From an optimization exercise on the open Yosys and OpenROAD flow, aimed at small area, a short achievable clock period and few clock cycles per item; shortcuts taken in it are not production practice. In this exercise RTL edits were held to simulation tests only and were not proved equivalent to the original.

[flow/run.sh]
#!/bin/bash
# synth_recipe.tcl (not shown) runs the flow's synth.tcl, then flattens the netlist and writes it again
# the make line also repeats each setting of config.mk as NAME=value (left out here)
make -C /OpenROAD-flow-scripts/flow DESIGN_CONFIG=/design/flow/config.mk WORK_HOME=/design/flow/orfs CLKGATE_MAP_FILE= SYNTH_SCRIPT=/design/flow/synth_recipe.tcl finish
[flow/config.mk]
export PLATFORM = sky130hd
export DESIGN_NAME = rv_core
export DESIGN_NICKNAME = rv_core
export VERILOG_FILES = /design/flow/design.v
export SDC_FILE = /design/flow/constraint.sdc
export NUM_CORES = 4
export LEC_CHECK = 0
export CAP_MARGIN = 20
export CORE_MARGIN = 2
export CORE_UTILIZATION = 40
export PLACE_DENSITY = 0.6
export SLEW_MARGIN = 20
[flow/constraint.sdc]
create_clock -name core_clock -period 9.0 [get_ports {clk}]
set_input_delay 1.8000 -clock core_clock [delete_from_list [all_inputs] [get_ports {clk}]]
set_output_delay 1.8000 -clock core_clock [all_outputs]
set_load 0.01 [all_outputs]
[flow/design.v]
`timescale 1ns/1ps
`default_nettype none
module rv_decode
(
    input  logic                clk,
    input  logic                reset,
    input  logic                instr_valid,
    input  logic [31:0]         instr,
    input  logic [32-1:0] instr_pc,
    output logic                in_credit,
    output logic                dec_out_valid,
    output logic [87-1:0]           dec_out_payload,
    input  logic                dec_out_ready
);
    typedef logic [32-1:0]   rv_word_t;
    typedef logic [5-1:0] rv_reg_t;
    typedef logic [6:0] rv_op_e;
    localparam logic [6:0] ADD = 7'd0;
    localparam logic [6:0] SUB = 7'd1;
    localparam logic [6:0] AND = 7'd2;
    localparam logic [6:0] OR = 7'd3;
    localparam logic [6:0] XOR = 7'd4;
    localparam logic [6:0] SLL = 7'd5;
    localparam logic [6:0] SRL = 7'd6;
    localparam logic [6:0] SRA = 7'd7;
    localparam logic [6:0] SLT = 7'd8;
    localparam logic [6:0] SLTU = 7'd9;
    localparam logic [6:0] ADDI = 7'd10;
    localparam logic [6:0] SLTI = 7'd11;
    localparam logic [6:0] SLTIU = 7'd12;
    localparam logic [6:0] XORI = 7'd13;
    localparam logic [6:0] ORI = 7'd14;
    localparam logic [6:0] ANDI = 7'd15;
    localparam logic [6:0] SLLI = 7'd16;
    localparam logic [6:0] SRLI = 7'd17;
    localparam logic [6:0] SRAI = 7'd18;
    localparam logic [6:0] LUI = 7'd19;
    localparam logic [6:0] BEQ = 7'd20;
    localparam logic [6:0] BNE = 7'd21;
    localparam logic [6:0] BLT = 7'd22;
    localparam logic [6:0] BGE = 7'd23;
    localparam logic [6:0] BLTU = 7'd24;
    localparam logic [6:0] BGEU = 7'd25;
    localparam logic [6:0] JAL = 7'd26;
    localparam logic [6:0] JALR = 7'd27;
    localparam logic [6:0] ILLEGAL = 7'd28;
    typedef struct packed {
        rv_op_e   op;
        rv_reg_t  rd;
        rv_reg_t  rs1;
        rv_reg_t  rs2;
        rv_word_t imm;     
        rv_word_t pc;
        logic     wb_en;
    } dec_op_t;
    typedef struct packed {
        rv_reg_t  rd;
        rv_word_t value;
        logic     wb_en;
        logic     br_taken;   
        rv_word_t target;
        rv_word_t pc;
        logic     illegal;
    } exec_res_t;
    function automatic logic is_branch(rv_op_e op);
        case (op)
            BEQ, BNE, BLT, BGE, BLTU, BGEU: is_branch = 1'b1;
            default:                        is_branch = 1'b0;
        endcase
    endfunction
    localparam int PTR_W = $clog2(4);   
    localparam int CNT_W = PTR_W + 1;
    logic [31:0]      q_instr [4];
    rv_word_t         q_pc [4];
    logic [PTR_W-1:0] wr_ptr;
    logic [PTR_W-1:0] rd_ptr;
    logic [CNT_W-1:0] count;
    logic             pop;
    logic [31:0]      head;
    dec_op_t          dec_d;
    dec_op_t          out_q;
    logic             out_valid;
    always_ff @(posedge clk) begin
        if (instr_valid) begin
            q_instr[wr_ptr] <= instr;
            q_pc[wr_ptr]    <= instr_pc;
        end
    end
    always_ff @(posedge clk) begin
        if (reset) begin
            wr_ptr <= '0;
            rd_ptr <= '0;
            count  <= '0;
        end else begin
            if (instr_valid)
                wr_ptr <= wr_ptr + 1'b1;
            if (pop)
                rd_ptr <= rd_ptr + 1'b1;
            count <= count + CNT_W'(instr_valid) - CNT_W'(pop);
        end
    end
    assign pop       = (count != '0) && (!out_valid || dec_out_ready);
    assign in_credit = pop;   
    assign head      = q_instr[rd_ptr];
    always_comb begin
        dec_d       = '0;
        dec_d.rd    = head[11:7];
        dec_d.rs1   = head[19:15];
        dec_d.rs2   = head[24:20];
        dec_d.pc    = q_pc[rd_ptr];
        dec_d.op    = ILLEGAL;
        dec_d.wb_en = 1'b1;
        case (head[6:0])
            7'b0110011: begin
                case (head[14:12])
                    3'd0: dec_d.op = (head[31:25] == 7'b0100000) ? SUB : ADD;
                    3'd1: dec_d.op = SLL;
                    3'd2: dec_d.op = SLT;
                    3'd3: dec_d.op = SLTU;
                    3'd4: dec_d.op = XOR;
                    3'd5: dec_d.op = (head[31:25] == 7'b0100000) ? SRA : SRL;
                    3'd6: dec_d.op = OR;
                    default: dec_d.op = AND;
                endcase
            end
            7'b0010011: begin
                dec_d.imm = {{20{head[31]}}, head[31:20]};
                case (head[14:12])
                    3'd0: dec_d.op = ADDI;
                    3'd1: dec_d.op = SLLI;
                    3'd2: dec_d.op = SLTI;
                    3'd3: dec_d.op = SLTIU;
                    3'd4: dec_d.op = XORI;
                    3'd5: dec_d.op = (head[31:25] == 7'b0100000) ? SRAI : SRLI;
                    3'd6: dec_d.op = ORI;
                    default: dec_d.op = ANDI;
                endcase
            end
            7'b0110111: begin
                dec_d.op  = LUI;
                dec_d.imm = {head[31:12], 12'b0};
            end
            7'b1100011: begin
                dec_d.imm = {{20{head[31]}}, head[7], head[30:25], head[11:8], 1'b0};
                case (head[14:12])
                    3'd0: dec_d.op = BEQ;
                    3'd1: dec_d.op = BNE;
                    3'd4: dec_d.op = BLT;
                    3'd5: dec_d.op = BGE;
                    3'd6: dec_d.op = BLTU;
                    3'd7: dec_d.op = BGEU;
                    default: dec_d.op = ILLEGAL;   
                endcase
            end
            7'b1101111: begin
                dec_d.op  = JAL;
                dec_d.imm = {{12{head[31]}}, head[19:12], head[20], head[30:21], 1'b0};
            end
            7'b1100111: begin
                dec_d.op  = JALR;
                dec_d.imm = {{20{head[31]}}, head[31:20]};
            end
            default: dec_d.op = ILLEGAL;
        endcase
        if (is_branch(dec_d.op) || dec_d.op == ILLEGAL)
            dec_d.wb_en = 1'b0;
    end
    always_ff @(posedge clk) begin
        if (reset)
            out_valid <= 1'b0;
        else if (pop)
            out_valid <= 1'b1;
        else if (dec_out_ready)
            out_valid <= 1'b0;
    end
    always_ff @(posedge clk) begin
        if (pop)
            out_q <= dec_d;
    end
    assign dec_out_valid = out_valid;
    assign dec_out_payload = out_q;
endmodule
`default_nettype wire
`timescale 1ns/1ps
`default_nettype none
module rv_execute
(
    input  logic             clk,
    input  logic             reset,
    input  logic             dec_in_valid,
    input  logic [87-1:0]        dec_in_payload,
    output logic             dec_in_ready,
    output logic [5-1:0]         rd_rs1_addr,
    output logic [5-1:0]         rd_rs2_addr,
    input  logic [32-1:0]         rd_rs1_data,
    input  logic [32-1:0]         rd_rs2_data,
    output logic             x_out_valid,
    output logic [104-1:0]        x_out_payload,
    input  logic             x_out_ready
);
    typedef logic [32-1:0]   rv_word_t;
    typedef logic [5-1:0] rv_reg_t;
    typedef logic [6:0] rv_op_e;
    localparam logic [6:0] ADD = 7'd0;
    localparam logic [6:0] SUB = 7'd1;
    localparam logic [6:0] AND = 7'd2;
    localparam logic [6:0] OR = 7'd3;
    localparam logic [6:0] XOR = 7'd4;
    localparam logic [6:0] SLL = 7'd5;
    localparam logic [6:0] SRL = 7'd6;
    localparam logic [6:0] SRA = 7'd7;
    localparam logic [6:0] SLT = 7'd8;
    localparam logic [6:0] SLTU = 7'd9;
    localparam logic [6:0] ADDI = 7'd10;
    localparam logic [6:0] SLTI = 7'd11;
    localparam logic [6:0] SLTIU = 7'd12;
    localparam logic [6:0] XORI = 7'd13;
    localparam logic [6:0] ORI = 7'd14;
    localparam logic [6:0] ANDI = 7'd15;
    localparam logic [6:0] SLLI = 7'd16;
    localparam logic [6:0] SRLI = 7'd17;
    localparam logic [6:0] SRAI = 7'd18;
    localparam logic [6:0] LUI = 7'd19;
    localparam logic [6:0] BEQ = 7'd20;
    localparam logic [6:0] BNE = 7'd21;
    localparam logic [6:0] BLT = 7'd22;
    localparam logic [6:0] BGE = 7'd23;
    localparam logic [6:0] BLTU = 7'd24;
    localparam logic [6:0] BGEU = 7'd25;
    localparam logic [6:0] JAL = 7'd26;
    localparam logic [6:0] JALR = 7'd27;
    localparam logic [6:0] ILLEGAL = 7'd28;
    typedef struct packed {
        rv_op_e   op;
        rv_reg_t  rd;
        rv_reg_t  rs1;
        rv_reg_t  rs2;
        rv_word_t imm;     
        rv_word_t pc;
        logic     wb_en;
    } dec_op_t;
    typedef struct packed {
        rv_reg_t  rd;
        rv_word_t value;
        logic     wb_en;
        logic     br_taken;   
        rv_word_t target;
        rv_word_t pc;
        logic     illegal;
    } exec_res_t;
    function automatic logic is_branch(rv_op_e op);
        case (op)
            BEQ, BNE, BLT, BGE, BLTU, BGEU: is_branch = 1'b1;
            default:                        is_branch = 1'b0;
        endcase
    endfunction
    dec_op_t   d;
    rv_word_t  a;
    rv_word_t  b;
    rv_word_t  value;
    rv_word_t  target;
    logic      taken;
    exec_res_t res_d;
    exec_res_t res_q;
    logic      x_valid;
    assign d                = dec_in_payload;
    assign rd_rs1_addr = d.rs1;
    assign rd_rs2_addr = d.rs2;
    assign a                = rd_rs1_data;   
    assign b                = rd_rs2_data;
    always_comb begin
        value = '0;
        case (d.op)
            ADD:   value = a + b;
            SUB:   value = a - b;
            AND:   value = a & b;
            OR:    value = a | b;
            XOR:   value = a ^ b;
            SLL:   value = a << b[4:0];
            SRL:   value = a >> b[4:0];
            SRA:   value = $signed(a) >>> b[4:0];
            SLT:   value = rv_word_t'($signed(a) < $signed(b));
            SLTU:  value = rv_word_t'(a < b);
            ADDI:  value = a + d.imm;
            SLTI:  value = rv_word_t'($signed(a) < $signed(d.imm));
            SLTIU: value = rv_word_t'(a < d.imm);
            XORI:  value = a ^ d.imm;
            ORI:   value = a | d.imm;
            ANDI:  value = a & d.imm;
            SLLI:  value = a << d.imm[4:0];
            SRLI:  value = a >> d.imm[4:0];
            SRAI:  value = $signed(a) >>> d.imm[4:0];
            LUI:   value = d.imm;
            JAL,
            JALR:  value = d.pc + 32'd4;   
            default: value = '0;
        endcase
    end
    always_comb begin
        taken  = 1'b0;
        target = '0;
        case (d.op)
            BEQ:  taken = (a == b);
            BNE:  taken = (a != b);
            BLT:  taken = ($signed(a) < $signed(b));
            BGE:  taken = ($signed(a) >= $signed(b));
            BLTU: taken = (a < b);
            BGEU: taken = (a >= b);
            JAL,
            JALR: taken = 1'b1;
            default: taken = 1'b0;
        endcase
        if (d.op == JALR)
            target = (a + d.imm) & ~rv_word_t'(1);
        else if (is_branch(d.op) || d.op == JAL)
            target = d.pc + d.imm;
    end
    always_comb begin
        res_d          = '0;
        res_d.rd       = d.rd;
        res_d.value    = value;
        res_d.br_taken = taken;
        res_d.target   = target;
        res_d.pc       = d.pc;
        res_d.illegal  = (d.op == ILLEGAL);
        res_d.wb_en    = d.wb_en && (d.op != ILLEGAL);
    end
    assign dec_in_ready = !x_valid;
    always_ff @(posedge clk) begin
        if (reset)
            x_valid <= 1'b0;
        else if (dec_in_valid && dec_in_ready)
            x_valid <= 1'b1;
        else if (x_out_ready)
            x_valid <= 1'b0;
    end
    always_ff @(posedge clk) begin
        if (dec_in_valid && dec_in_ready)
            res_q <= res_d;
    end
    assign x_out_valid   = x_valid;
    assign x_out_payload = res_q;
endmodule
`default_nettype wire
`timescale 1ns/1ps
`default_nettype none
module rv_result
(
    input  logic                  clk,
    input  logic                  reset,
    input  logic                  x_in_valid,
    input  logic [104-1:0]             x_in_payload,
    output logic                  x_in_ready,
    input  logic [5-1:0]              rd_rs1_addr,
    input  logic [5-1:0]              rd_rs2_addr,
    output logic [32-1:0]              rd_rs1_data,
    output logic [32-1:0]              rd_rs2_data,
    input  logic                  out_credit,
    output logic                  res_valid,
    output logic [5-1:0] res_rd,
    output logic [32-1:0]   res_value,
    output logic                  res_wb,
    output logic                  res_br_taken,
    output logic [32-1:0]   res_target,
    output logic [32-1:0]   res_pc,
    output logic                  res_illegal
);
    typedef logic [32-1:0]   rv_word_t;
    typedef logic [5-1:0] rv_reg_t;
    typedef logic [6:0] rv_op_e;
    localparam logic [6:0] ADD = 7'd0;
    localparam logic [6:0] SUB = 7'd1;
    localparam logic [6:0] AND = 7'd2;
    localparam logic [6:0] OR = 7'd3;
    localparam logic [6:0] XOR = 7'd4;
    localparam logic [6:0] SLL = 7'd5;
    localparam logic [6:0] SRL = 7'd6;
    localparam logic [6:0] SRA = 7'd7;
    localparam logic [6:0] SLT = 7'd8;
    localparam logic [6:0] SLTU = 7'd9;
    localparam logic [6:0] ADDI = 7'd10;
    localparam logic [6:0] SLTI = 7'd11;
    localparam logic [6:0] SLTIU = 7'd12;
    localparam logic [6:0] XORI = 7'd13;
    localparam logic [6:0] ORI = 7'd14;
    localparam logic [6:0] ANDI = 7'd15;
    localparam logic [6:0] SLLI = 7'd16;
    localparam logic [6:0] SRLI = 7'd17;
    localparam logic [6:0] SRAI = 7'd18;
    localparam logic [6:0] LUI = 7'd19;
    localparam logic [6:0] BEQ = 7'd20;
    localparam logic [6:0] BNE = 7'd21;
    localparam logic [6:0] BLT = 7'd22;
    localparam logic [6:0] BGE = 7'd23;
    localparam logic [6:0] BLTU = 7'd24;
    localparam logic [6:0] BGEU = 7'd25;
    localparam logic [6:0] JAL = 7'd26;
    localparam logic [6:0] JALR = 7'd27;
    localparam logic [6:0] ILLEGAL = 7'd28;
    typedef struct packed {
        rv_op_e   op;
        rv_reg_t  rd;
        rv_reg_t  rs1;
        rv_reg_t  rs2;
        rv_word_t imm;     
        rv_word_t pc;
        logic     wb_en;
    } dec_op_t;
    typedef struct packed {
        rv_reg_t  rd;
        rv_word_t value;
        logic     wb_en;
        logic     br_taken;   
        rv_word_t target;
        rv_word_t pc;
        logic     illegal;
    } exec_res_t;
    function automatic logic is_branch(rv_op_e op);
        case (op)
            BEQ, BNE, BLT, BGE, BLTU, BGEU: is_branch = 1'b1;
            default:                        is_branch = 1'b0;
        endcase
    endfunction
    rv_word_t                regs [32];
    exec_res_t               pend;
    logic                    pend_valid;
    logic [16-1:0] credits;
    assign res_valid = pend_valid && (credits != '0);
    assign x_in_ready = !pend_valid || res_valid;   
    always_ff @(posedge clk) begin
        if (reset) begin
            pend_valid <= 1'b0;
            credits    <= '0;
        end else begin
            if (x_in_valid && x_in_ready)
                pend_valid <= 1'b1;
            else if (res_valid)
                pend_valid <= 1'b0;
            credits <= credits + 16'(out_credit) - 16'(res_valid);
        end
    end
    always_ff @(posedge clk) begin
        if (x_in_valid && x_in_ready)
            pend <= x_in_payload;
    end
    always_ff @(posedge clk) begin
        if (reset) begin
            for (int i = 0; i < 32; i++)
                regs[i] <= '0;
        end else if (res_valid && pend.wb_en && pend.rd != '0) begin
            regs[pend.rd] <= pend.value;
        end
    end
    always_comb begin
        rd_rs1_data = regs[rd_rs1_addr];
        rd_rs2_data = regs[rd_rs2_addr];
        if (pend_valid && pend.wb_en && pend.rd == rd_rs1_addr)
            rd_rs1_data = pend.value;   
        if (pend_valid && pend.wb_en && pend.rd == rd_rs2_addr)
            rd_rs2_data = pend.value;
        if (rd_rs1_addr == '0)
            rd_rs1_data = '0;
        if (rd_rs2_addr == '0)
            rd_rs2_data = '0;
    end
    assign res_rd       = pend.rd;
    assign res_value    = pend.value;
    assign res_wb       = pend.wb_en;
    assign res_br_taken = pend.br_taken;
    assign res_target   = pend.target;
    assign res_pc       = pend.pc;
    assign res_illegal  = pend.illegal;
endmodule
`default_nettype wire
`timescale 1ns/1ps
`default_nettype none
module rv_core
(
    input  logic                  clk,
    input  logic                  reset,
    input  logic                  instr_valid,
    input  logic [31:0]           instr,
    input  logic [32-1:0]   instr_pc,
    output logic                  in_credit,
    input  logic                  out_credit,
    output logic                  res_valid,
    output logic [5-1:0] res_rd,
    output logic [32-1:0]   res_value,
    output logic                  res_wb,
    output logic                  res_br_taken,
    output logic [32-1:0]   res_target,
    output logic [32-1:0]   res_pc,
    output logic                  res_illegal
);
    logic      dec_x_valid;
    logic [87-1:0]  dec_x_payload;
    logic      dec_x_ready;
    logic      x_res_valid;
    logic [104-1:0] x_res_payload;
    logic      x_res_ready;
    logic [5-1:0] rd_rs1_addr;
    logic [5-1:0] rd_rs2_addr;
    logic [32-1:0]   rd_rs1_data;
    logic [32-1:0]   rd_rs2_data;
    rv_decode rv_decode_inst (
        .clk             (clk),
        .reset           (reset),
        .instr_valid     (instr_valid),
        .instr           (instr),
        .instr_pc        (instr_pc),
        .in_credit       (in_credit),
        .dec_out_valid   (dec_x_valid),
        .dec_out_payload (dec_x_payload),
        .dec_out_ready   (dec_x_ready)
    );
    rv_execute rv_execute_inst (
        .clk            (clk),
        .reset          (reset),
        .dec_in_valid   (dec_x_valid),
        .dec_in_payload (dec_x_payload),
        .dec_in_ready   (dec_x_ready),
        .rd_rs1_addr    (rd_rs1_addr),
        .rd_rs2_addr    (rd_rs2_addr),
        .rd_rs1_data    (rd_rs1_data),
        .rd_rs2_data    (rd_rs2_data),
        .x_out_valid    (x_res_valid),
        .x_out_payload  (x_res_payload),
        .x_out_ready    (x_res_ready)
    );
    rv_result rv_result_inst (
        .clk           (clk),
        .reset         (reset),
        .x_in_valid    (x_res_valid),
        .x_in_payload  (x_res_payload),
        .x_in_ready    (x_res_ready),
        .rd_rs1_addr   (rd_rs1_addr),
        .rd_rs2_addr   (rd_rs2_addr),
        .rd_rs1_data   (rd_rs1_data),
        .rd_rs2_data   (rd_rs2_data),
        .out_credit    (out_credit),
        .res_valid     (res_valid),
        .res_rd        (res_rd),
        .res_value     (res_value),
        .res_wb        (res_wb),
        .res_br_taken  (res_br_taken),
        .res_target    (res_target),
        .res_pc        (res_pc),
        .res_illegal   (res_illegal)
    );
endmodule
`default_nettype wire
==> notes.md <==
==> metrics by stage <==
stage | cell area, sq um | std cells | utilization, %
floorplan | 92200 | 6942 | -
global placement | 97700 | 9835 | 42.6
detailed placement | 97700 | 9836 | 42.6
CTS | 104000 | 10200 | 45.1
global route | 104000 | 10200 | 45.1
finish | 104000 | 10200 | 45.1
==> placed cells by master (no fill, tap or decap), drive strengths merged, types with 25 or more instances in the layout <==
cell	count
a221oi	38
mux4	605
mux2i	356
o21bai	38
dfxtp	38
and2	955
clkinv	90
a21o	80
o31ai	25
a211oi	74
clkdlybuf4s50	172
nand2b	44
inv	174
nor3	132
nand4	28
a21oi	271
or2	52
nand3	59
buf	279
ha	187
nor2	354
a22oi	58
edfxtp	1573
o221ai	33
o211ai	36
mux2	55
clkbuf	212
o22ai	96
xnor2	112
o21ai	150
conb	32
nor2b	57
nand2	254
xor2	47
a221o	43
==> critical path: cells and delay by family, from the launching register on <==
kind                     cells  cell delay [ps]
buffers and inverters        2             1010
AO/OA/AOI/OAI                7             2230
AND/OR/NAND/NOR              6             1860
flip-flops                   1              820
adder cells (fa/ha/maj)      1              320
multiplexers                 3             1260
==> registers in the layout, summed over array words and instances, names as in the netlist, 3 cells and up, named ones only <==
register / count
rv_result_inst.regs: 1024
rv_decode_inst.q_instr: 128
rv_decode_inst.q_pc: 128
rv_execute_inst.res_q: 104
rv_result_inst.pend: 104
rv_decode_inst.out_q: 85
rv_result_inst.credits: 16
rv_decode_inst.count: 3
==> path summary, 6_finish.rpt <==
check / from / to / cells past startpoint
setup / recovery: flop / rv_execute_inst.res_q[65] / 19
hold / removal: rv_execute_inst.res_q[73] / rv_result_inst.pend[73] / 0
setup reg to reg: flop / rv_execute_inst.res_q[65] / 19
hold reg to reg: rv_execute_inst.res_q[73] / rv_result_inst.pend[73] / 0
==> kinds of logic after synthesis <==
kind of cell | after synthesis | synth area share, %
and+or+nand+nor | 2059 | 12.2
DFF | 1611 | 52.1
AOI/OAI and AO/OA | 1119 | 8.33
muxes | 1016 | 19.5
buffers and inverters | 753 | 3.65
adders and majority gates | 193 | 2.67
xor gates and xnor gates | 159 | 1.51
other | 1 | 0.00407
==> synth_stat cells, types with 36 or more instances <==
| cell type | instances |
|---|---|
| nand2b_1 | 44 |
| and2_1 | 952 |
| xor2_1 | 47 |
| a21o_1 | 80 |
| o21bai_1 | 38 |
| mux2_2 | 55 |
| o22ai_1 | 96 |
| mux4_2 | 569 |
| nand3_1 | 59 |
| nor2_1 | 353 |
| mux2i_1 | 356 |
| nand2_1 | 254 |
| a221oi_1 | 37 |
| dfxtp_1 | 38 |
| edfxtp_1 | 1573 |
| ha_1 | 187 |
| a21oi_1 | 269 |
| buf_2 | 90 |
| clkbuf_1 | 398 |
| xnor2_1 | 112 |
| inv_1 | 168 |
| nor3_1 | 132 |
| a221o_1 | 43 |
| nor2b_1 | 57 |
| a211oi_1 | 74 |
| or2_2 | 52 |
| o21ai_0 | 145 |
| a22oi_1 | 58 |
| o211ai_1 | 36 |
==> layer usage <==
layer	GRT usage, %	vias up
li1	-	26700
met1	43.1	34100
met2	45.3	4676
met3	8.93	1033
met4	17.7	18
met5	0	-
==> final cells by class <==
class,instances,area (sq um)
Tap cell,3026,3790
Inverter,170,638
Sequential cell,1611,48000
Clock buffer,212,4560
Timing Repair Buffer,451,3890
Multi-Input combinational cell,4578,41300
Antenna cell,16,40.0
Clock inverter,116,1280
Fill cell,20500,126000
==> impl_metrics.ini <==
[outcome]
status = timing/DRC/antenna clean

[placed_design]
dp_hpwl_mm = 248
gp_congestion = 1.05
place_ws_ps = 1360
portBuffers = 173

[clock_network]
ctsHoldBuffers = 0
cts_buffers = 177
h-tree-depth = 4
root_buffer = clkbuf_16
clkTransAtPathRegs_ps = 70
cts_tree = built
clock-sinks = 1611
clock_path_buffers = 3
cts_setup_buffers = 0
clock_latency_ps = 890
cts_resized = 0

[layout]
drive_above_1_share_pct = 18.5
nets = 7250
areaGrowthSynthToFinish_pct = 12.5

[yosys]
synth_seq_cells = 1611
ys_warn_count = 3
synthCells = 6911
async_reset_ff_share_pct = 0
ys.flop_type = edfxtp_1
avgSynthCellArea_sq_um = 13.3
synth_edf_count = 1573
ys_top_cells_by_area = edfxtp_1 51%, mux4_2 14%, and2_1 6.5%, mux2i_1 3.9%, ha_1 2.5%
synth.top_cell.area_share_pct = 51.3
yosys.area.top_type = edfxtp_1
syn_area_sq_um = 92100
seq_area_frac_synth_pct = 52.1
synth.distinct_cells = 103

[worst_setup_path]
reg2reg_slack_ps = 1080
worstPathCellList = buf_4 -> buf_4 -> mux4_2 -> mux4_2 -> mux2i_1 -> nand2_1 -> o21ai_1 -> or2_2 -> ha_1 -> o21a_1 -> o2111ai_1 -> nand2_1 -> nor4_1 -> o21bai_1 -> a41o_1 -> nor3b_1 -> nor3_1 -> o31a_1 -> o31ai_1
slowest_stage = nor4_1
max_stage_delay_ps = 870
worst_setup_path_start_kind = flop
worstPathRequired_ps = 9620
arrival_ps = 8540
path_class = reg2reg
cp_max_fo = 41
end_kind = flop

[route]
ant_nets = 0
dr.pass1.iters = 8
totalWireLength_mm = 378
dr_wl_met3_mm = 45.7
met1_length_mm = 148
drcViolationCount = 0
wl_met2_mm = 160
top_layer = met5
routedWlPerCell_um = 37.2
initialDrtViolationCount = 10800
via_count = 66600
viasPerCell = 6.54

[timing]
rsz0062_at_grt = false
worst-slew-pin-transition_ps = 1240
setup_viol_count_final = 0
hold_viol = 0
slew_violations = 0
tns_ps = 0
period_needed_ps = 7920
fmax_mhz = 126
hold_slack_ps = 398
finClkSkew_ps = 80.1
final.period_utilization_pct = 88.0
maxSlewHeadroom_pct = 17.2
setup_slack_ps = 1080

[floorplanning]
die_h_um = 484
core_sq_um = 229000
die-width_um = 484
dieArea_sq_um = 234000
ios = 174
fp-row-count = 176
start_util_pct = 40.1

[global_route]
grt_pass1_wl_mm = 519
grt_antenna_before_repair = 43
grt_pass1_vias = 64700
overflow = 0
grt_max_degree = 67
grt.total_usage_pct = 31.6

[worst_hold_path]
hold_path_class = reg2reg

[run]
cap_violations = 0
Testbench counts, summed over its fixed seeds: cycles 32,024, instrs 16,000.

## afterwards: timing with drivers on the ports
In the flow no input, the clock included, has a driving cell. The finished layout below was timed again as built, in two steps.
Step 1: set_driving_cell puts a clkbuf_16 on clk and a buf_2 on each other input, an assumption about the parent block.
Step 2 times the ports against the registers' clock, not the clock port: input delays grow and output delays shrink by t, the midpoint of the rising clock arrivals with the driver on.
a / b / c = ideal / step 1 / step 2; a / b = the first two.
t, ns: 0.948
slack for setup (ns): 1.084 / 1.084 / 1.084
hold WS [ns]: 0.398 / 0.398 / 0.398
worst setup path at the end: register to register
worst slew at a driven data input, ns: 0.09
After both steps this run still meets setup and hold. The setup slack of this run moves by 0.000 ns with the drivers and by 0.000 ns with both steps.
